Context: an optimization exercise on an open-source flow, tuned for small area, a short achievable clock period and few clock cycles. The choices shown serve that exercise and are no tape-out recipe. Where RTL was checked, it was by simulation tests only, not by an equivalence proof against the original. For runs 1 and 3, only the layout was checked, not whether the RTL still works.

==> flow/run.sh <==
#!/bin/bash
# synth_recipe.tcl (not shown) runs the flow's synth.tcl, then flattens the netlist and writes it again
# the make line also repeats each setting of config.mk as NAME=value (left out here)
make -C /OpenROAD-flow-scripts/flow DESIGN_CONFIG=/design/flow/config.mk WORK_HOME=/design/flow/orfs CLKGATE_MAP_FILE= SYNTH_SCRIPT=/design/flow/synth_recipe.tcl finish
==> flow/config.mk <==
export PLATFORM = sky130hd
export DESIGN_NAME = monexp_top
export DESIGN_NICKNAME = monexp_top
export VERILOG_FILES = /design/flow/design.v
export SDC_FILE = /design/flow/constraint.sdc
export NUM_CORES = 4
export LEC_CHECK = 0
export ABC_CLOCK_PERIOD_IN_PS = 3000
export CAP_MARGIN = 20
export CORE_MARGIN = 2
export CORE_UTILIZATION = 40
export SETUP_SLACK_MARGIN = 5
export SLEW_MARGIN = 20
==> flow/constraint.sdc <==
create_clock -name core_clock -period 10.0 [get_ports {clk}]
set_input_delay 2.0000 -clock core_clock [delete_from_list [all_inputs] [get_ports {clk}]]
set_output_delay 2.0000 -clock core_clock [all_outputs]
set_load 0.01 [all_outputs]
==> flow/design.v <==
`default_nettype none
package monexp_pkg;
	typedef logic [16-1:0] word_t;  
	typedef logic [(16 * 4)-1:0] oper_t;  
	typedef struct packed {
		word_t m;  
		word_t e;  
		word_t n;  
		word_t t;  
		word_t r;  
	} load_word_t;
	typedef struct packed {
		oper_t m;
		oper_t e;
		oper_t n;
		oper_t t;
		oper_t r;
		word_t n0prime;  
	} operand_set_t;
	typedef struct packed {
		oper_t a;
		oper_t b;
	} mont_req_t;
endpackage
`default_nettype wire
`timescale 1ns/1ps
`default_nettype none
module monexp_top (
	input  logic clk,
	input  logic reset,
	input  logic start,
	input  logic [79:0] in_word,  
	input  logic [15:0] n0prime,
	output logic busy,
	output logic [15:0] res_word,
	output logic res_valid
);
	localparam logic [2:0] S_IDLE = 3'd0, S_LOAD = 3'd1, S_RUN = 3'd2, S_WAIT = 3'd3, S_UNLD = 3'd4;
	localparam logic [1:0] P_MBAR = 2'd0, P_SQR = 2'd1, P_MUL = 2'd2, P_FIN = 2'd3;
	logic [2:0] state;
	logic [1:0] wcnt;  
	logic [1:0] ptype;  
	logic [3:0] it;  
	logic conv;  
	logic asel;  
	logic [5:0] bcnt;  
	logic [61:0] n_q;  
	logic [63:0] e_q;  
	logic [62:0] mb_q;  
	logic [63:0] c_q;  
	logic [3:0] np_q;  
	logic [63:0] ss_q, sc_q;  
	logic gam_q;  
	logic [3:0] a_q;  
	logic [3:0] p_q;  
	wire [15:0] w_m = in_word[79:64];
	wire [15:0] w_e = in_word[63:48];
	wire [15:0] w_n = in_word[47:32];
	wire [15:0] w_t = in_word[31:16];
	wire accept = start & ~busy & (state == S_IDLE);
	wire iter = (state == S_RUN) & ~conv;
	wire last_it = (it == 4'd15);
	wire [62:0] b_op = c_q[62:0];
	wire [3:0] u = ss_q[3:0] + sc_q[3:0] + {3'b0, gam_q} + p_q;
	wire [3:0] q = u * np_q;
	wire [67:0] r0 = {4'b0, ss_q};
	wire [67:0] r1 = {4'b0, sc_q};
	wire [67:0] r2 = {5'b0, b_op & {63{a_q[0]}}};
	wire [67:0] r3 = {4'b0, b_op & {63{a_q[1]}}, gam_q};
	wire [67:0] r4 = {3'b0, b_op & {63{a_q[2]}}, 2'b0};
	wire [67:0] r5 = {2'b0, b_op & {63{a_q[3]}}, 3'b0};
	wire [67:0] r6 = {6'b0, n_q & {62{q[0]}}};
	wire [67:0] r7 = {5'b0, n_q & {62{q[1]}}, 1'b0};
	wire [67:0] r8 = {4'b0, n_q & {62{q[2]}}, 2'b0};
	wire [67:0] r9 = {3'b0, n_q & {62{q[3]}}, 3'b0};
	function automatic [67:0] fa_s(input [67:0] a, input [67:0] b, input [67:0] c);
		fa_s = a ^ b ^ c;
	endfunction
	function automatic [67:0] fa_c(input [67:0] a, input [67:0] b, input [67:0] c);
		fa_c = {(a[66:0] & b[66:0]) | (a[66:0] & c[66:0]) | (b[66:0] & c[66:0]), 1'b0};
	endfunction
	wire [67:0] l1a_s = fa_s(r0, r1, r2), l1a_c = fa_c(r0, r1, r2);
	wire [67:0] l1b_s = fa_s(r3, r4, r5), l1b_c = fa_c(r3, r4, r5);
	wire [67:0] l2_s = fa_s(l1a_s, l1a_c, l1b_s), l2_c = fa_c(l1a_s, l1a_c, l1b_s);
	wire [67:0] x1 = fa_s(l2_s, l2_c, l1b_c), x2 = fa_c(l2_s, l2_c, l1b_c);
	wire [67:0] l4_s = fa_s(x2, r6, r7), l4_c = fa_c(x2, r6, r7);
	wire [67:0] y1 = fa_s(x1, l4_s, l4_c), y2 = fa_c(x1, l4_s, l4_c);
	wire [67:0] z1 = fa_s(y1, y2, r8), z2 = fa_c(y1, y2, r8);
	wire [67:0] s6 = fa_s(z1, z2, r9), c6 = fa_c(z1, z2, r9);
	wire gam_n = |(s6[3:0] | c6[3:0]);
	wire [63:0] sum = ss_q + sc_q + {63'b0, gam_q};
	wire bit_one = e_q[63];
	wire bits_done = (bcnt == 6'd0);
	wire scan_more = (ptype == P_MBAR) & ~bit_one & ~bits_done;
	wire nx_mul = (ptype == P_SQR) & bit_one;
	wire nx_fin = ~nx_mul & bits_done;
	wire [3:0] c_lo = conv ? sum[3:0] : c_q[3:0];  
	wire [3:0] nx_a = nx_fin ? 4'd1 : (nx_mul ? mb_q[3:0] : c_lo);
	wire [3:0] nx_b = c_lo;
	logic [3:0] a_dig_c, a_dig_m;
	always_comb begin
		a_dig_c = 4'd0;
		a_dig_m = 4'd0;
		for (int k = 1; k < 16; k++)
			if (it == 4'(k - 1)) begin
				a_dig_c = c_q[4*k +: 4];
				a_dig_m = (k < 15) ? mb_q[4*k +: 4] : {1'b0, mb_q[62:60]};
			end
	end
	wire [3:0] a_dig = (ptype == P_FIN) ? 4'd0 : (asel ? a_dig_m : a_dig_c);
	logic [3:0] a_n, b_n;  
	always_comb begin
		a_n = a_dig;
		b_n = b_op[3:0];
		if (state == S_LOAD) begin
			a_n = mb_q[3:0];  
			b_n = c_q[19:16];
		end else if (state != S_RUN || conv) begin
			a_n = nx_a;
			b_n = nx_b;
		end
	end
	wire [3:0] p_n = a_n * b_n;
	always_ff @(posedge clk) begin
		a_q <= a_n;
		p_q <= p_n;
		if (iter) begin
			ss_q <= s6[67:4];
			sc_q <= c6[67:4];
			gam_q <= gam_n;
		end else begin
			ss_q <= '0;
			sc_q <= '0;
			gam_q <= 1'b0;
		end
		if (accept)
			np_q <= n0prime[3:0];
		if (state == S_LOAD) begin
			case (wcnt)
				2'd0: begin n_q[15:0] <= w_n; mb_q[15:0] <= w_m; end
				2'd1: begin n_q[31:16] <= w_n; mb_q[31:16] <= w_m; end
				2'd2: begin n_q[47:32] <= w_n; mb_q[47:32] <= w_m; end
				default: begin n_q[61:48] <= w_n[13:0]; mb_q[62:48] <= w_m[14:0]; end
			endcase
		end else if (conv && ptype == P_MBAR)
			mb_q <= sum[62:0];
		if (state == S_LOAD || state == S_UNLD)
			c_q <= {w_t, c_q[63:16]};
		else if (conv)
			c_q <= {1'b0, sum[62:0]};
	end
	wire e_shift = ((state == S_RUN) & (ptype == P_MBAR) & ~bit_one & ~bits_done)  
		| (((state == S_RUN) & conv) | ((state == S_WAIT) & ~scan_more)) & (ptype != P_FIN) & ~nx_mul & ~nx_fin & ~scan_more  
		| ((state == S_WAIT) & scan_more);
	always_ff @(posedge clk) begin
		if (state == S_LOAD) begin
			case (wcnt)
				2'd0: e_q[15:0] <= w_e;
				2'd1: e_q[31:16] <= w_e;
				2'd2: e_q[47:32] <= w_e;
				default: e_q[63:48] <= w_e;
			endcase
		end else if (e_shift)
			e_q <= {e_q[62:0], 1'b0};
	end
	always_ff @(posedge clk or posedge reset) begin
		if (reset) begin
			state <= S_IDLE;
			wcnt <= '0;
			ptype <= P_MBAR;
			it <= '0;
			conv <= 1'b0;
			asel <= 1'b0;
			bcnt <= '0;
			busy <= 1'b0;
			res_valid <= 1'b0;
		end else begin
			if (e_shift)
				bcnt <= bcnt - 1'b1;
			case (state)
				S_IDLE: if (accept) begin
					state <= S_LOAD;
					wcnt <= '0;
					busy <= 1'b1;
				end
				S_LOAD: begin
					wcnt <= wcnt + 1'b1;
					if (wcnt == 2'd3) begin
						state <= S_RUN;
						ptype <= P_MBAR;
						asel <= 1'b1;  
						it <= '0;
						conv <= 1'b0;
						bcnt <= 6'd63;
					end
				end
				S_RUN: begin
					if (!conv) begin
						it <= it + 1'b1;
						if (last_it)
							conv <= 1'b1;
					end else begin
						conv <= 1'b0;
						if (ptype == P_FIN) begin
							state <= S_UNLD;
							wcnt <= '0;
							res_valid <= 1'b1;
						end else if (scan_more) begin
							state <= S_WAIT;
						end else begin
							ptype <= nx_mul ? P_MUL : (nx_fin ? P_FIN : P_SQR);
							asel <= nx_mul;
						end
					end
				end
				S_WAIT: if (!scan_more) begin
					state <= S_RUN;
					ptype <= nx_fin ? P_FIN : P_SQR;
					asel <= 1'b0;
				end
				S_UNLD: begin
					wcnt <= wcnt + 1'b1;
					if (wcnt == 2'd3) begin
						state <= S_IDLE;
						busy <= 1'b0;
						res_valid <= 1'b0;
					end
				end
				default: state <= S_IDLE;
			endcase
		end
	end
	assign res_word = c_q[15:0];
endmodule
`default_nettype wire
==> flow_metrics.env, run 1 <==
export IMPL_final_layout_size_suffix_gt1_frac=0.04357
export IMPL_clkTransAtPathRegs_ns=0.06
export IMPL_design_die_area_mm2=0.09075
export IMPL_hold_crit_path_type="reg -> reg"
export IMPL_synth_area_mux_share=0.003824
export IMPL_grt_antenna_before_repair=13
export IMPL_endpoint_kind="flip-flop"
export IMPL_area_growth_synth_to_final_pct=10.34
export IMPL_setup_violations=0
export IMPL_synthDominantCellAreaShare=0.2844
export IMPL_tritoncts="done"
export IMPL_main_combinational_cell_family_by_area_after_synthesis="adder cells"
export IMPL_ant_nets=0
export IMPL_worst_slew_pin_slew_ns=1.082
export IMPL_drt_first_pass_iters=9
export IMPL_clock_sinks=415
export IMPL_drt_drc_violations_left=0
export IMPL_synth_ff_latch_count=415
export IMPL_synth_simple_gate_area_share=0.1744
export IMPL_synthAdderAreaFrac=0.3205
export IMPL_die_width_um=301.2
export IMPL_grt_start_max_net_pins=95
export IMPL_detail_route_iter0_violations=2207
export IMPL_synth_area_top_cells="sky130_fd_sc_hd__fa_1, sky130_fd_sc_hd__edfxtp_1, sky130_fd_sc_hd__dfxtp_1"
export IMPL_setup_worst_path_class="reg -> reg"
export IMPL_post_synth_cell_area_avg_um2=9.842
export IMPL_floorplan_core_area_mm2=0.08797
export IMPL_timing_final_crit_period_ns=4.886
export IMPL_tritoncts_num_buffers=49
export IMPL_num_nets_final=4290
export IMPL_wl_mm=99.04
export IMPL_gp_congestion=0.9365
export IMPL_worst_endpoint_required_ns=10.47
export IMPL_synthFlopType="sky130_fd_sc_hd__edfxtp_1"
export IMPL_rows=109
export IMPL_synth_cell_area_mm2=0.03534
export IMPL_avgRoutedWirePerCell_um=20.65
export IMPL_synth_area_leader_cell="sky130_fd_sc_hd__fa_1"
export IMPL_skew_ns=0.02150
export IMPL_syn_inst=3591
export IMPL_cts_path_max_buffers=3
export IMPL_via_per_inst=5.220
export IMPL_largest_fanout_on_the_critical_path=44
export IMPL_drv_cap=0
export IMPL_dp_hpwl_mm=73.59
export IMPL_clock_root_buffer="sky130_fd_sc_hd__clkbuf_16"
export IMPL_global_route_overflow_total=0
export IMPL_die_height_um=301.2
export IMPL_grt_pass1_vias=25280
export IMPL_final_setup_tns_ns=0
export IMPL_setup_repair_after_global_routing_missed_its_margin="true"
export IMPL_placement_io_buffers=88
export IMPL_insertion_delay_ns=0.62
export IMPL_parity_gate_share_of_the_synthesized_area_counting_xor_and_xnor_cells=0.01947
export IMPL_worst_slew_margin_rel=0.2787
export IMPL_run_status="complete, no violations"
export IMPL_via_count=25030
export IMPL_top_level_ports=117
export IMPL_number_of_synthesized_flops_with_an_enable_pin=257
export IMPL_synth_cell_types=84
export IMPL_worstPathArrival_ns=5.36
export IMPL_synth_compound_gate_area_share=0.09077
export IMPL_synth_sequential_area_ratio=0.3108
export IMPL_synth_net_count=4294
export IMPL_timing_max_transition_violations_final=0
export IMPL_timing_hold_violations_final=0
export IMPL_ys_warnings_count=1
export IMPL_crit_share_post_route=0.4886
export IMPL_timing_fmax_mhz=204.7
export IMPL_grt_first_pass_wirelength_mm=151.0
export IMPL_worstSetupStartpointType="flip-flop"
export IMPL_ctsHtreeMaxLevel=2
export IMPL_grt_total_usage=0.2189
export IMPL_synthArstFlopShare=0.05060
export IMPL_start_util=0.4018
final timing paths:
path,slack [ns],depth (start not counted),to,from
worst max-delay path,5.11,22,p_q[3],it[0]
worst min-delay path,0.51,2,e_q[11],e_q[10]
worst max register to register,5.11,22,p_q[3],it[0]
worst min register to register,0.51,2,e_q[11],e_q[10]
max in group asynchronous,7.49,2,it[0],reset
min in group asynchronous,1.93,2,conv,reset
layout by cell type, fill, tap and decap left out, types with 9 or more instances in the layout:
cell,instances
sky130_fd_sc_hd__mux2i_1,9
sky130_fd_sc_hd__dfrtp_1,20
sky130_fd_sc_hd__o21ai_0,174
sky130_fd_sc_hd__clkbuf_16,53
sky130_fd_sc_hd__a31oi_1,21
sky130_fd_sc_hd__clkdlybuf4s50_1,88
sky130_fd_sc_hd__dfxtp_1,132
sky130_fd_sc_hd__edfxtp_1,257
sky130_fd_sc_hd__nor2b_1,72
sky130_fd_sc_hd__and3_1,11
sky130_fd_sc_hd__buf_4,18
sky130_fd_sc_hd__buf_6,9
sky130_fd_sc_hd__nand3b_1,12
sky130_fd_sc_hd__clkinv_2,13
sky130_fd_sc_hd__nor2_1,98
sky130_fd_sc_hd__o21ai_1,14
sky130_fd_sc_hd__nand2_1,536
sky130_fd_sc_hd__a21o_1,40
sky130_fd_sc_hd__inv_1,555
sky130_fd_sc_hd__nor3_1,25
sky130_fd_sc_hd__and2_1,391
sky130_fd_sc_hd__nand4_1,20
sky130_fd_sc_hd__fa_1,501
sky130_fd_sc_hd__ha_1,99
sky130_fd_sc_hd__xnor2_1,46
sky130_fd_sc_hd__nand2b_1,13
sky130_fd_sc_hd__o21bai_1,15
sky130_fd_sc_hd__xor2_1,29
sky130_fd_sc_hd__a211oi_1,16
sky130_fd_sc_hd__o211ai_1,16
sky130_fd_sc_hd__a21oi_1,125
sky130_fd_sc_hd__nand3_1,23
metal layers:
metal  global-route usage  up-vias  wire length (um)
li1                     -    11370                 -
met1               0.3110    12710             43110
met2               0.3491      818             45720
met3              0.03213      134              7379
met4              0.06065        2              2811
met5                    0        -                13
Yosys cell counts, types with 4 or more instances:
cell                        instances
sky130_fd_sc_hd__a221oi_1           4
sky130_fd_sc_hd__o22ai_1            8
sky130_fd_sc_hd__o21ai_0          175
sky130_fd_sc_hd__a31oi_1           22
sky130_fd_sc_hd__a211oi_1          16
sky130_fd_sc_hd__nor3_1            26
sky130_fd_sc_hd__o221ai_1           5
sky130_fd_sc_hd__xor2_1            29
sky130_fd_sc_hd__a21oi_1          126
sky130_fd_sc_hd__dfxtp_1          137
sky130_fd_sc_hd__o21bai_1          15
sky130_fd_sc_hd__a2111oi_0          6
sky130_fd_sc_hd__edfxtp_1         257
sky130_fd_sc_hd__clkbuf_1         122
sky130_fd_sc_hd__dfrtp_1           21
sky130_fd_sc_hd__o31ai_1            4
sky130_fd_sc_hd__xnor2_1           47
sky130_fd_sc_hd__o21ai_1           14
sky130_fd_sc_hd__nand2b_1          14
sky130_fd_sc_hd__buf_4             17
sky130_fd_sc_hd__nor2b_1           74
sky130_fd_sc_hd__inv_1            555
sky130_fd_sc_hd__a21o_1            40
sky130_fd_sc_hd__o211ai_1          16
sky130_fd_sc_hd__buf_1             16
sky130_fd_sc_hd__nand3b_1          12
sky130_fd_sc_hd__nand4_1           20
sky130_fd_sc_hd__and3_1            11
sky130_fd_sc_hd__fa_1             502
sky130_fd_sc_hd__nor2_1            98
sky130_fd_sc_hd__a22oi_1            5
sky130_fd_sc_hd__and3b_1            4
sky130_fd_sc_hd__o21ai_2            5
sky130_fd_sc_hd__a32oi_1            6
sky130_fd_sc_hd__a22o_1             4
sky130_fd_sc_hd__o21a_1             8
sky130_fd_sc_hd__buf_2             21
sky130_fd_sc_hd__nor4_1             5
sky130_fd_sc_hd__ha_1             102
sky130_fd_sc_hd__nand3_1           23
sky130_fd_sc_hd__nand2_1          537
sky130_fd_sc_hd__and2_1           393
sky130_fd_sc_hd__mux2i_1            9
per-stage QoR:
| step | area [um^2] | worst slack [ns] | util | instances | hold slack [ns] |
|---|---|---|---|---|---|
| 2_1_floorplan | 35340 | 5.187 | - | 3591 | 0.4889 |
| 3_3_place_gp | 37130 | 4.643 | 0.4221 | 4689 | 0.4942 |
| 3_5_place_dp | 37130 | 4.641 | 0.4221 | 4689 | 0.4994 |
| 4_1_cts | 38750 | 4.968 | 0.4405 | 4780 | 0.5150 |
| 5_1_grt | 38990 | 4.961 | 0.4432 | 4791 | 0.5277 |
| 6_report | 39000 | 5.114 | 0.4433 | 4795 | 0.5140 |
logic make-up after synthesis:
kind of cell	Yosys count
and+or+nand+nor	1236
xor gates and xnor gates	77
AOI/OAI and AO/OA	516
muxes	12
DFF	415
buffers and inverters	731
adders and majority gates	604
area by class of cell:
class | instances | area (um^2)
multi-input combinational | 2445 | 21600
fill | 8439 | 48970
inverter | 555 | 2083
sequential | 415 | 11000
clock buffer | 59 | 1295
tap | 1165 | 1458
clock inverter | 31 | 291.5
timing repair buffer | 121 | 1260
antenna | 4 | 10.01
critical path, cell delays in order, from the launching register on:
cell and delay [ns]:
sky130_fd_sc_hd__dfrtp_2 0.44, sky130_fd_sc_hd__inv_1 0.10, sky130_fd_sc_hd__ha_2 0.18, sky130_fd_sc_hd__buf_6 0.33
sky130_fd_sc_hd__inv_1 0.13, sky130_fd_sc_hd__o211ai_1 0.11, sky130_fd_sc_hd__o211ai_1 0.15, sky130_fd_sc_hd__a221oi_1 0.58
sky130_fd_sc_hd__a2111oi_1 0.14, sky130_fd_sc_hd__o22ai_1 0.25, sky130_fd_sc_hd__a31oi_2 0.10, sky130_fd_sc_hd__o221ai_2 0.24
sky130_fd_sc_hd__o21ai_2 0.10, sky130_fd_sc_hd__nor2_1 0.15, sky130_fd_sc_hd__ha_1 0.24, sky130_fd_sc_hd__ha_1 0.30
sky130_fd_sc_hd__ha_1 0.19, sky130_fd_sc_hd__xnor2_1 0.16, sky130_fd_sc_hd__nor2_1 0.15, sky130_fd_sc_hd__nand2_1 0.09
sky130_fd_sc_hd__o211a_1 0.26, sky130_fd_sc_hd__o211ai_1 0.10, sky130_fd_sc_hd__xnor3_1 0.26
registers in the layout, indices dropped and copies added, names as in the netlist, 2 cells and up:
| name | flops |
|---|---|
| mb_q | 63 |
| ptype | 2 |
| state | 3 |
| bcnt | 6 |
| np_q | 4 |
| ss_q | 64 |
| wcnt | 2 |
| a_q | 4 |
| it | 4 |
| sc_q | 64 |
| e_q | 64 |
| p_q | 4 |
| n_q | 62 |
| c_q | 64 |
what timing repair did:
action,in CTS,in global routing
setup endpoints to repair,123,88
gates cloned,0,4
gates resized for setup,8,20
pin swaps,1,4
setup buffers,1,7
hold buffers,0,0
==> run 2, diff against run 1 <==
--- a/flow/design.v
+++ b/flow/design.v
@@ -84,8 +84,8 @@
 	wire [67:0] l2_s = fa_s(l1a_s, l1a_c, l1b_s), l2_c = fa_c(l1a_s, l1a_c, l1b_s);
 	wire [67:0] x1 = fa_s(l2_s, l2_c, l1b_c), x2 = fa_c(l2_s, l2_c, l1b_c);
-	wire [67:0] l4_s = fa_s(x2, r6, r7), l4_c = fa_c(x2, r6, r7);
-	wire [67:0] y1 = fa_s(x1, l4_s, l4_c), y2 = fa_c(x1, l4_s, l4_c);
-	wire [67:0] z1 = fa_s(y1, y2, r8), z2 = fa_c(y1, y2, r8);
-	wire [67:0] s6 = fa_s(z1, z2, r9), c6 = fa_c(z1, z2, r9);
+	wire [67:0] l4_s = fa_s(r6, r7, x1), l4_c = fa_c(r6, r7, x1);
+	wire [67:0] y1 = fa_s(l4_s, l4_c, x2), y2 = fa_c(l4_s, l4_c, x2);
+	wire [67:0] l6_s = fa_s(r8, r9, y1), l6_c = fa_c(r8, r9, y1);
+	wire [67:0] s6 = fa_s(l6_s, l6_c, y2), c6 = fa_c(l6_s, l6_c, y2);
 	wire gam_n = |(s6[3:0] | c6[3:0]);
 	wire [63:0] sum = ss_q + sc_q + {63'b0, gam_q};
==> flow_metrics.env, run 2 <==
export IMPL_drv_cap=0
export IMPL_hold_crit_path_type="reg -> reg"
export IMPL_timing_final_crit_period_ns=5.014
export IMPL_timing_max_transition_violations_final=0
export IMPL_timing_fmax_mhz=199.4
export IMPL_worst_endpoint_required_ns=10.47
export IMPL_cts_path_max_buffers=3
export IMPL_tritoncts="done"
export IMPL_critical_path_most_common_cell="sky130_fd_sc_hd__fa_1"
export IMPL_synth_cell_types=85
export IMPL_grt_start_max_net_pins=90
export IMPL_critical_path_reg2reg_endpoint="gam_q"
export IMPL_avgRoutedWirePerCell_um=21.81
export IMPL_ys_warnings_count=1
export IMPL_insertion_delay_ns=0.62
export IMPL_drt_drc_violations_left=0
export IMPL_via_count=25570
export IMPL_synthDominantCellAreaShare=0.2828
export IMPL_worstPathArrival_ns=5.48
export IMPL_top_level_ports=117
export IMPL_die_width_um=302.4
export IMPL_start_util=0.4035
export IMPL_hold_buf_count_cts=0
export IMPL_endpoint_kind="flip-flop"
export IMPL_synth_cell_area_mm2=0.03561
export IMPL_worst_path_max_delay_cell="sky130_fd_sc_hd__fa_1"
export IMPL_fillers=8454
export IMPL_critical_path_max_stage_delay_ns=0.55
export IMPL_final_layout_size_suffix_gt1_frac=0.05482
export IMPL_final_setup_tns_ns=0
export IMPL_rows=109
export IMPL_ctsHtreeMaxLevel=2
export IMPL_worst_slew_pin_slew_ns=1.024
export IMPL_largest_fanout_on_the_critical_path=6
export IMPL_synth_sequential_area_ratio=0.3080
export IMPL_detail_route_iter0_violations=2381
export IMPL_hold_path_startpoint="e_q[44]"
export IMPL_combined_flip_flop_and_latch_cell_area_mm2=0.01098
export IMPL_ant_nets=0
export IMPL_synthArstFlopShare=0.05072
export IMPL_most_common_layout_cells="sky130_fd_sc_hd__inv_1, sky130_fd_sc_hd__nand2_1, sky130_fd_sc_hd__fa_1"
export IMPL_synthFlopType="sky130_fd_sc_hd__edfxtp_1"
export IMPL_run_status="complete, no violations"
export IMPL_tritoncts_num_buffers=50
export IMPL_post_synth_cell_area_avg_um2=9.705
export IMPL_registers_with_the_highest_flip_flop_counts="c_q x64, e_q x64, sc_q x64"
export IMPL_r2r_slack_ns=4.99
export IMPL_setup_worst_path_class="reg -> reg"
export IMPL_final_common_cell="sky130_fd_sc_hd__inv_1"
export IMPL_synth_top_cells_by_count="sky130_fd_sc_hd__inv_1, sky130_fd_sc_hd__nand2_1, sky130_fd_sc_hd__fa_1"
export IMPL_timing_hold_violations_final=0
export IMPL_drt_first_pass_iters=5
export IMPL_worst_slew_margin_rel=0.3174
export IMPL_r2r_path_start="ss_q[0]"
export IMPL_worst_hold_path_num_cells=2
export IMPL_buffering_stage_count_on_the_worst_path_with_inverters_included=4
export IMPL_synth_area_leader_cell="sky130_fd_sc_hd__fa_1"
export IMPL_global_route_overflow_total=0
export IMPL_yosysMostFrequentCell="sky130_fd_sc_hd__inv_1"
export IMPL_synth_ff_latch_count=414
export IMPL_ff2ff_path_depth=20
export IMPL_synth_area_top_cells="sky130_fd_sc_hd__fa_1, sky130_fd_sc_hd__edfxtp_1, sky130_fd_sc_hd__dfxtp_1"
export IMPL_skew_ns=0.02033
export IMPL_clock_sinks=414
export IMPL_grt_total_usage=0.2334
export IMPL_num_nets_final=4379
export IMPL_area_growth_synth_to_final_pct=11.46
export IMPL_clkTransAtPathRegs_ns=0.06
export IMPL_path_delay_family="adder cells"
export IMPL_grt_antenna_before_repair=9
export IMPL_finalNonFillerCells=4890
export IMPL_grt_pass1_vias=25850
export IMPL_synth_net_count=4368
export IMPL_clock_root_buffer="sky130_fd_sc_hd__clkbuf_16"
export IMPL_setup_violations=0
export IMPL_floorplan_core_area_mm2=0.08824
export IMPL_dp_hpwl_mm=75.91
export IMPL_setup_repair_after_global_routing_missed_its_margin="true"
export IMPL_worstSetupStartpointType="flip-flop"
export IMPL_multiInputGateArea_mm2=0.02179
export IMPL_grt_first_pass_wirelength_mm=160.6
export IMPL_gp_congestion=0.9517
export IMPL_design_die_area_mm2=0.09142
export IMPL_number_of_synthesized_flops_with_an_enable_pin=257
export IMPL_min_to="e_q[45]"
export IMPL_wl_mm=106.7
export IMPL_crit_share_post_route=0.5014
export IMPL_syn_inst=3669
export IMPL_crit_chain="fa_1, ha_2, inv_2, fa_1, nor2b_1, ha_1, ha_1, ha_2, xnor2_2, xnor2_2, xnor2_2, xor2_4, buf_12, buf_16, nand2b_4, fa_1, inv_2, fa_1, nor3_2, a21oi_1"
export IMPL_placement_io_buffers=88
export IMPL_via_per_inst=5.228
export IMPL_die_height_um=302.4
export IMPL_dp_cells=4773
## run 2: cell count changes after synthesis, sizes merged, moves of 7 or more
cell,delta
nand3,+8
nor4,+7
a21oi,-9
o211ai,-7
o22ai,+9
or3,+8
inv,+64
clkbuf,+13
buf,-19
o31ai,+9
xor2,-8
a21o,-7
## run 2: worst max path at each step
stage,from,end,slack [ns],depth (start not counted)
floorplan,ss_q[0],gam_q,5.07,19
global placement,ss_q[0],gam_q,4.48,19
detailed placement,ss_q[0],gam_q,4.45,19
CTS,a_q[2],gam_q,4.90,15
global route,ss_q[0],gam_q,4.79,20
finish,ss_q[0],gam_q,4.99,20
## run 2: kinds of logic (layout without fill, tap and decap cells)
logic type | after synthesis | count (layout) | synth area share
DFF | 414 | 414 | 0.3080
muxes | 11 | 11 | 0.003233
other | 0 | 4 | 0
xor gates and xnor gates | 68 | 68 | 0.01711
AOI/OAI and AO/OA | 520 | 520 | 0.09108
buffers and inverters | 789 | 841 | 0.08581
adders and majority gates | 600 | 600 | 0.3169
and+or+nand+nor | 1267 | 1267 | 0.1779
## run 2: final cells by class
| cell class | count | area share |
|---|---|---|
| inverters | 619 | 0.05855 |
| multi-input cells | 2466 | 0.5490 |
| well taps | 1165 | 0.03673 |
| diodes | 4 | 0.0002522 |
| clock inverters | 24 | 0.005234 |
| flip-flops and latches | 414 | 0.2766 |
| clock buffers | 69 | 0.03597 |
| repair buffers | 129 | 0.03768 |
## run 2: what timing repair did
| action | CTS | global route |
|---|---|---|
| resized for setup | 20 | 58 |
| endpoints found under the setup margin | 127 | 124 |
| gates cloned | 2 | 6 |
| pin swaps | 4 | 41 |
| setup buffers | 1 | 11 |
## run 2: tightest hold or removal path: stages (launching register included)
cell and delay, ns:
sky130_fd_sc_hd__edfxtp_1 0.32, sky130_fd_sc_hd__nand2_1 0.04, sky130_fd_sc_hd__nand2_1 0.05
## run 2: metrics by stage
step	utilization	hold slack [ns]	area [um^2]	setup slack, ns
finish	0.4498	0.5115	39690	4.986
global route	0.4497	0.5341	39680	4.790
global placement	0.4241	0.4947	37420	4.482
detailed placement	0.4241	0.4984	37420	4.451
CTS	0.4444	0.5122	39220	4.901
floorplan	-	0.4636	35610	5.073
## run 2: routing by layer
| layer | global-route usage | up-vias | part of all wire |
|---|---|---|---|
| li1 | - | 11610 | - |
| met1 | 0.3419 | 12990 | 0.44 |
| met2 | 0.3649 | 818 | 0.46 |
| met3 | 0.03555 | 146 | 0.071 |
| met4 | 0.05481 | 2 | 0.026 |
| met5 | 0 | - | 0.00012 |
Testbench counts of run 2, summed over its fixed seeds: cycles 103,715.
==> run 3, diff against run 2 <==
--- a/flow/design.v
+++ b/flow/design.v
@@ -62,6 +62,15 @@
 	wire last_it = (it == 4'd15);
 	wire [62:0] b_op = c_q[62:0];
-	wire [3:0] u = ss_q[3:0] + sc_q[3:0] + {3'b0, gam_q} + p_q;
-	wire [3:0] q = u * np_q;
+	wire [3:0] qs1 = ss_q[3:0] ^ sc_q[3:0] ^ p_q;
+	wire [3:0] qc1 = {(ss_q[2:0] & sc_q[2:0]) | (ss_q[2:0] & p_q[2:0]) | (sc_q[2:0] & p_q[2:0]), gam_q};
+	wire qk1 = qs1[0] & qc1[0];  
+	wire [1:0] u_lo = {qs1[1] ^ qc1[1] ^ qk1, qs1[0] ^ qc1[0]};
+	wire qk2 = (qs1[1] & qc1[1]) | (qs1[1] & qk1) | (qc1[1] & qk1);  
+	wire [1:0] v0 = qs1[3:2] + qc1[3:2];  
+	wire [1:0] v1 = qs1[3:2] + qc1[3:2] + 2'd1;
+	wire [3:0] w = u_lo * np_q;  
+	wire [1:0] qh0 = v0 + {v0[0] & np_q[1], 1'b0} + w[3:2];
+	wire [1:0] qh1 = v1 + {v1[0] & np_q[1], 1'b0} + w[3:2];
+	wire [3:0] q = {qk2 ? qh1 : qh0, w[1:0]};
 	wire [67:0] r0 = {4'b0, ss_q};
 	wire [67:0] r1 = {4'b0, sc_q};
@@ -82,10 +91,10 @@
 	wire [67:0] l1a_s = fa_s(r0, r1, r2), l1a_c = fa_c(r0, r1, r2);
 	wire [67:0] l1b_s = fa_s(r3, r4, r5), l1b_c = fa_c(r3, r4, r5);
-	wire [67:0] l2_s = fa_s(l1a_s, l1a_c, l1b_s), l2_c = fa_c(l1a_s, l1a_c, l1b_s);
-	wire [67:0] x1 = fa_s(l2_s, l2_c, l1b_c), x2 = fa_c(l2_s, l2_c, l1b_c);
-	wire [67:0] l4_s = fa_s(r6, r7, x1), l4_c = fa_c(r6, r7, x1);
-	wire [67:0] y1 = fa_s(l4_s, l4_c, x2), y2 = fa_c(l4_s, l4_c, x2);
-	wire [67:0] l6_s = fa_s(r8, r9, y1), l6_c = fa_c(r8, r9, y1);
-	wire [67:0] s6 = fa_s(l6_s, l6_c, y2), c6 = fa_c(l6_s, l6_c, y2);
+	wire [67:0] l2a_s = fa_s(l1a_s, l1a_c, l1b_s), l2a_c = fa_c(l1a_s, l1a_c, l1b_s);
+	wire [67:0] l2b_s = fa_s(l1b_c, r6, r7), l2b_c = fa_c(l1b_c, r6, r7);
+	wire [67:0] l3a_s = fa_s(l2a_s, l2a_c, l2b_s), l3a_c = fa_c(l2a_s, l2a_c, l2b_s);
+	wire [67:0] l3b_s = fa_s(l2b_c, r8, r9), l3b_c = fa_c(l2b_c, r8, r9);
+	wire [67:0] l4_s = fa_s(l3a_s, l3a_c, l3b_s), l4_c = fa_c(l3a_s, l3a_c, l3b_s);
+	wire [67:0] s6 = fa_s(l4_s, l4_c, l3b_c), c6 = fa_c(l4_s, l4_c, l3b_c);
 	wire gam_n = |(s6[3:0] | c6[3:0]);
 	wire [63:0] sum = ss_q + sc_q + {63'b0, gam_q};
==> flow_metrics.env, run 3 <==
export IMPL_run_status="complete, no violations"
export IMPL_final_setup_tns_ns=0
export IMPL_registers_with_the_highest_flip_flop_counts="c_q x64, e_q x64, sc_q x64"
export IMPL_timing_fmax_mhz=180.4
export IMPL_area_growth_synth_to_final_pct=13.76
export IMPL_ant_nets=0
export IMPL_hold_crit_path_type="reg -> reg"
export IMPL_worst_slew_pin_slew_ns=1.190
export IMPL_grt_start_max_net_pins=87
export IMPL_placement_io_buffers=88
export IMPL_endpoint_kind="flip-flop"
export IMPL_min_to="a_q[3]"
export IMPL_insertion_delay_ns=0.63
export IMPL_global_route_overflow_total=0
export IMPL_avgRoutedWirePerCell_um=22.49
export IMPL_wl_mm=106.7
export IMPL_via_count=25150
export IMPL_r2r_path_start="p_q[0]"
export IMPL_rows=107
export IMPL_dp_hpwl_mm=74.27
export IMPL_synth_sequential_area_ratio=0.3170
export IMPL_worst_slew_margin_rel=0.2039
export IMPL_synth_area_leader_cell="sky130_fd_sc_hd__fa_1"
export IMPL_grt_first_pass_wirelength_mm=160.8
export IMPL_final_layout_size_suffix_gt1_frac=0.08571
export IMPL_synthFlopType="sky130_fd_sc_hd__edfxtp_1"
export IMPL_setup_violations=0
export IMPL_worstSetupStartpointType="flip-flop"
export IMPL_timing_final_crit_period_ns=5.542
export IMPL_yosysMostFrequentCell="sky130_fd_sc_hd__nand2_1"
export IMPL_detailedPlace_worstSlack_ns=3.661
export IMPL_largest_fanout_on_the_critical_path=8
export IMPL_synth_cell_area_mm2=0.03459
export IMPL_start_util=0.4049
export IMPL_num_nets_final=4237
export IMPL_worst_endpoint_required_ns=10.55
export IMPL_grt_total_usage=0.2400
export IMPL_gp_congestion=0.8879
export IMPL_origin_of_the_worst_setup_path="p_q[0]"
export IMPL_die_width_um=298.1
export IMPL_worstPathArrival_ns=6.09
export IMPL_most_common_layout_cells="sky130_fd_sc_hd__nand2_1, sky130_fd_sc_hd__inv_1, sky130_fd_sc_hd__fa_1"
export IMPL_number_of_synthesized_flops_with_an_enable_pin=257
export IMPL_crit_share_post_route=0.5542
export IMPL_worst_hold_path_num_cells=2
export IMPL_setup_repair_after_global_routing_missed_its_margin="true"
export IMPL_die_height_um=298.1
export IMPL_final_common_cell="sky130_fd_sc_hd__nand2_1"
export IMPL_clock_root_buffer="sky130_fd_sc_hd__clkbuf_16"
export IMPL_cts_path_max_buffers=3
export IMPL_timing_max_transition_violations_final=0
export IMPL_setup_worst_path_class="reg -> reg"
export IMPL_skew_ns=0.02621
export IMPL_drt_drc_violations_left=0
export IMPL_top_level_ports=117
export IMPL_synth_cell_types=83
export IMPL_clkTransAtPathRegs_ns=0.07
export IMPL_ys_warnings_count=1
export IMPL_timing_hold_violations_final=0
export IMPL_grt_pass1_vias=26160
export IMPL_syn_inst=3522
export IMPL_drt_first_pass_iters=6
export IMPL_critical_path_reg2reg_endpoint="ss_q[51]"
export IMPL_ctsHtreeMaxLevel=2
export IMPL_tritoncts_num_buffers=52
export IMPL_drv_cap=0
export IMPL_post_synth_cell_area_avg_um2=9.820
export IMPL_design_die_area_mm2=0.08884
export IMPL_tritoncts="done"
export IMPL_clock_sinks=414
export IMPL_floorplan_core_area_mm2=0.08541
export IMPL_synthArstFlopShare=0.05072
export IMPL_ff2ff_path_depth=21
export IMPL_hold_path_startpoint="mb_q[3]"
export IMPL_synth_top_cells_by_count="sky130_fd_sc_hd__nand2_1, sky130_fd_sc_hd__inv_1, sky130_fd_sc_hd__fa_1"
export IMPL_synth_net_count=4220
export IMPL_detail_route_iter0_violations=2289
export IMPL_synth_area_top_cells="sky130_fd_sc_hd__fa_1, sky130_fd_sc_hd__edfxtp_1, sky130_fd_sc_hd__dfxtp_1"
export IMPL_via_per_inst=5.301
export IMPL_grt_antenna_before_repair=19
export IMPL_synthDominantCellAreaShare=0.2917
export IMPL_synth_ff_latch_count=414
export IMPL_layout_setup_ws_ns=4.458
export IMPL_r2r_slack_ns=4.46
run 3: cell type report:
cell class                 instances  area (um^2)
antenna                           19        47.55
clock buffer                      73         1473
clock inverter                    24        284.0
fill                            8148        46070
inverter                         545         2053
multi-input combinational       2384        21370
sequential                       414        10980
tap                             1144         1431
timing repair buffer             142         1705
run 3: timing repair:
item | in CTS | in global routing
pin swaps | 106 | 12
cloned | 6 | 3
resized for setup | 154 | 28
setup endpoints to repair | 127 | 125
hold endpoints to repair | 0 | 0
buffers inserted | 13 | 10
hold buffers | 0 | 0
run 3: how the worst max path moves through the flow:
stage / end / slack (ns) / cells after the start
floorplan: ss_q[15] / 4.92 / 18
global placement: ss_q[39] / 3.70 / 17
detailed placement: ss_q[32] / 3.66 / 18
CTS: ss_q[56] / 4.41 / 19
global route: ss_q[53] / 4.33 / 21
finish: ss_q[51] / 4.46 / 21
run 3: worst max-delay path, stage by stage, from the launching register on:
cell	delay [ns]
sky130_fd_sc_hd__dfxtp_2	0.32
sky130_fd_sc_hd__fa_1	0.58
sky130_fd_sc_hd__ha_4	0.15
sky130_fd_sc_hd__fa_2	0.46
sky130_fd_sc_hd__and2_4	0.17
sky130_fd_sc_hd__ha_4	0.15
sky130_fd_sc_hd__fa_2	0.58
sky130_fd_sc_hd__ha_4	0.15
sky130_fd_sc_hd__and3_4	0.19
sky130_fd_sc_hd__nor3_4	0.04
sky130_fd_sc_hd__a21oi_4	0.17
sky130_fd_sc_hd__xnor2_4	0.14
sky130_fd_sc_hd__buf_12	0.19
sky130_fd_sc_hd__buf_12	0.13
sky130_fd_sc_hd__buf_16	0.16
sky130_fd_sc_hd__buf_12	0.15
sky130_fd_sc_hd__nand2_4	0.05
sky130_fd_sc_hd__fa_1	0.47
sky130_fd_sc_hd__fa_1	0.51
sky130_fd_sc_hd__inv_1	0.06
sky130_fd_sc_hd__fa_2	0.53
sky130_fd_sc_hd__and2_1	0.11
run 3: stage by stage:
stage	cells	instance area (um^2)	hold WS, ns	util
CTS	4713	38940	0.4986	0.4559
detailed placement	4597	36400	0.4912	0.4261
global placement	4597	36400	0.4781	0.4261
global route	4729	39310	0.5228	0.4602
finish	4745	39350	0.4900	0.4607
floorplan	3522	34670	0.4440	-
run 3: logic make-up after synthesis:
group	share of synthesized area
adders and majority gates	0.3261
muxes	0.003328
xor gates and xnor gates	0.01939
DFF	0.3170
AOI/OAI and AO/OA	0.09037
buffers and inverters	0.08118
and+or+nand+nor	0.1626
run 3: metal layers:
metal,share of wire,track usage,vias up
li1,-,-,11250
met5,0.00066,0,-
met2,0.46,0.3872,935
met3,0.080,0.04631,211
met1,0.41,0.3194,12750
met4,0.046,0.09404,10

## static timing again, ports no longer ideal
No port has a modelled driver above. Below, the same layouts with a new extraction and two added sets of constraints. Step 1 assumes that a clkbuf_16 drives the clock port and a buf_2 every other input. Step 2 also shifts input and output timing later by t, the mid clock arrival at the registers, as if the neighbouring blocks saw the same clock. Three values: no drivers, after step 1, after step 2; two values: the first two.
run | t, ns | slack for setup (ns) | worst setup path after step 2 | clock arrival spread, ns | cell pins on the clock port's net
run 1 | 0.667 | 5.114 / 5.114 / 5.114 | register to register | 0.022 / 0.023 | 1
run 2 | 0.671 | 4.986 / 4.986 / 4.986 | register to register | 0.026 / 0.026 | 1
run 3 | 0.678 | 4.458 / 4.458 / 4.458 | register to register | 0.028 / 0.028 | 1
After both steps every run listed still meets setup and hold.
